What follows belongs to an exercise in optimizing a design on an open flow for small area and a short achievable clock period; a production flow would make more cautious choices.

## fpm_top
module fpm_top (
  input  logic        clk,
  input  logic        rst_n,
  input  logic [2:0]  r_mode,
  input  logic [31:0] fp_x,
  input  logic [31:0] fp_y,
  output logic [31:0] fp_z,
  output logic        ovrf,
  output logic        udrf
);
For scale: roughly 1700 cells after synthesis, roughly 120 flip-flops, roughly 100 I/O pins, about 0.018 mm² of cells after synthesis.
clock: 12.5 ns
lec_check: 0
cap_margin: 20
core_margin: 2
core_utilization: 55
cts_buf_list: sky130_fd_sc_hd__clkbuf_4 sky130_fd_sc_hd__clkbuf_8
slew_margin: 20
synth_hierarchical: 1
standard.sh (not shown) runs the stock make flow with config.mk's settings and CLKGATE_MAP_FILE= SYNTH_SCRIPT=/design/flow/synth_recipe.tcl, a recipe that flattens the netlist after the stock synthesis.
==> flow/flow/run.sh <==
#!/bin/bash
# The standard synthesis and layout; repair aims for 7 ns of setup slack
set -euo pipefail
bash standard.sh synth > synth.log 2>&1
bash standard.sh finish SETUP_SLACK_MARGIN=7 "BUFFER_PORTS_ARGS=-buffer_cell sky130_fd_sc_hd__buf_2" > layout.log 2>&1
Then changed:
--- a/flow/design.v
+++ b/flow/design.v
@@ -845,36 +845,38 @@
     nan2_q  <= nan_c;
     sg2_q   <= sg_c;
     inf_q2  <= inf_s;
     zer_q2  <= zer_s;
     nrm_q2  <= nrm_s;
   end
-  logic h, ru1, ru0, c, sx;
+  logic h, g, s, lsb, ru, c, sx;
+  logic [22:0] k;
   assign h   = p_q[25];         
-  assign ru1 = (rne2_q & p_q[1] & (p_q[0] | st_q | p_q[2])) | (rmm2_q & p_q[1]) | (rdir2_q & (p_q[1] | p_q[0] | st_q));
-  assign ru0 = (rne2_q & p_q[0] & (st_q | p_q[1])) | (rmm2_q & p_q[0]) | (rdir2_q & (p_q[0] | st_q));
-  assign c   = ~h & ru0 & (&p_q[23:1]);    
-  assign sx  = h | c;                      
-  logic [22:0] i1, i0, f1, f0;
+  assign k   = h ? p_q[24:2] : p_q[23:1];
+  assign g   = h ? p_q[1] : p_q[0];
+  assign s   = st_q | (h & p_q[0]);
+  assign lsb = h ? p_q[2] : p_q[1];
+  assign ru  = (rne2_q & g & (s | lsb)) | (rmm2_q & g) | (rdir2_q & (g | s));
+  assign c   = ~h & ru & (&p_q[23:1]);    
+  assign sx  = h | c;                     
+  logic [22:0] i1, i0, frac;
   assign i1 = p_q[24:2] + 23'd1;
   assign i0 = p_q[23:1] + 23'd1;
-  assign f1 = ru1 ? i1 : p_q[24:2];
-  assign f0 = ru0 ? i0 : p_q[23:1];    
-  logic inf_o, zer_o, nrm, nrmf;
+  assign frac = ru ? (h ? i1 : i0) : k;
+  logic inf_o, zer_o, nrm;
   assign inf_o = sx ? inf_q2[1] : inf_q2[0];
   assign zer_o = sx ? zer_q2[1] : zer_q2[0];
   assign nrm   = sx ? nrm_q2[1] : nrm_q2[0];
-  assign nrmf  = h ? nrm_q2[1] : nrm_q2[0];   
   logic [7:0] ez;
   assign ez = e_q + {7'd0, sx};
   assign ovrf = inf_o;
   assign udrf = zer_o;
   assign fp_z[31]    = sg2_q;
   assign fp_z[30:23] = (nan2_q | inf_o) ? 8'hff : (nrm ? ez : 8'h00);
-  assign fp_z[22]    = nan2_q | (nrmf & (h ? f1[22] : f0[22]));
-  assign fp_z[21:0]  = nrmf ? (h ? f1[21:0] : f0[21:0]) : 22'd0;
+  assign fp_z[22]    = nan2_q | (nrm & frac[22]);
+  assign fp_z[21:0]  = nrm ? frac[21:0] : 22'd0;
 endmodule
 module fpm_fa (input logic a, input logic b, input logic c, output logic s, output logic co);
   assign s  = a ^ b ^ c;
   assign co = (a & b) | (a & c) | (b & c);
 endmodule
 module fpm_bsel (input logic one, input logic two, input logic neg, input logic a, input logic b, output logic pp);
Result: The changed run produced a clean layout; cell area stays flat; wire length fell slightly; count of clock-buffer cells in the layout does not change; critical path depth rose by 1; synthesized cell count hardly moves; synthesized area stays flat; non-clock buffer count fell by 1; die area barely changes.
Function was not checked in any run of this note: the RTL went through the layout flow alone.

what the ideal ports hide:
The results above use ideal ports. As a check the final layouts listed here were re-extracted and re-timed, cells and wires unchanged. Step 1: set_driving_cell puts a clkbuf_16 on clk and a buf_2 on each other input, an assumption about the parent block. Step 2 times the ports against the registers' clock, not the clock port: input delays grow and output delays shrink by t, the midpoint of the rising clock arrivals with the driver on. Three values: ideal ports, drivers, drivers and shift; two values: the first two.
run	t, ns	setup WS [ns]	slew at the worst register clock pin (ns)
the first run	0.548	7.151 / 7.151 / 7.151	0.11 / 0.11
the second run	0.521	7.112 / 7.083 / 7.112	0.10 / 0.10
After both steps every run listed still meets setup and hold.
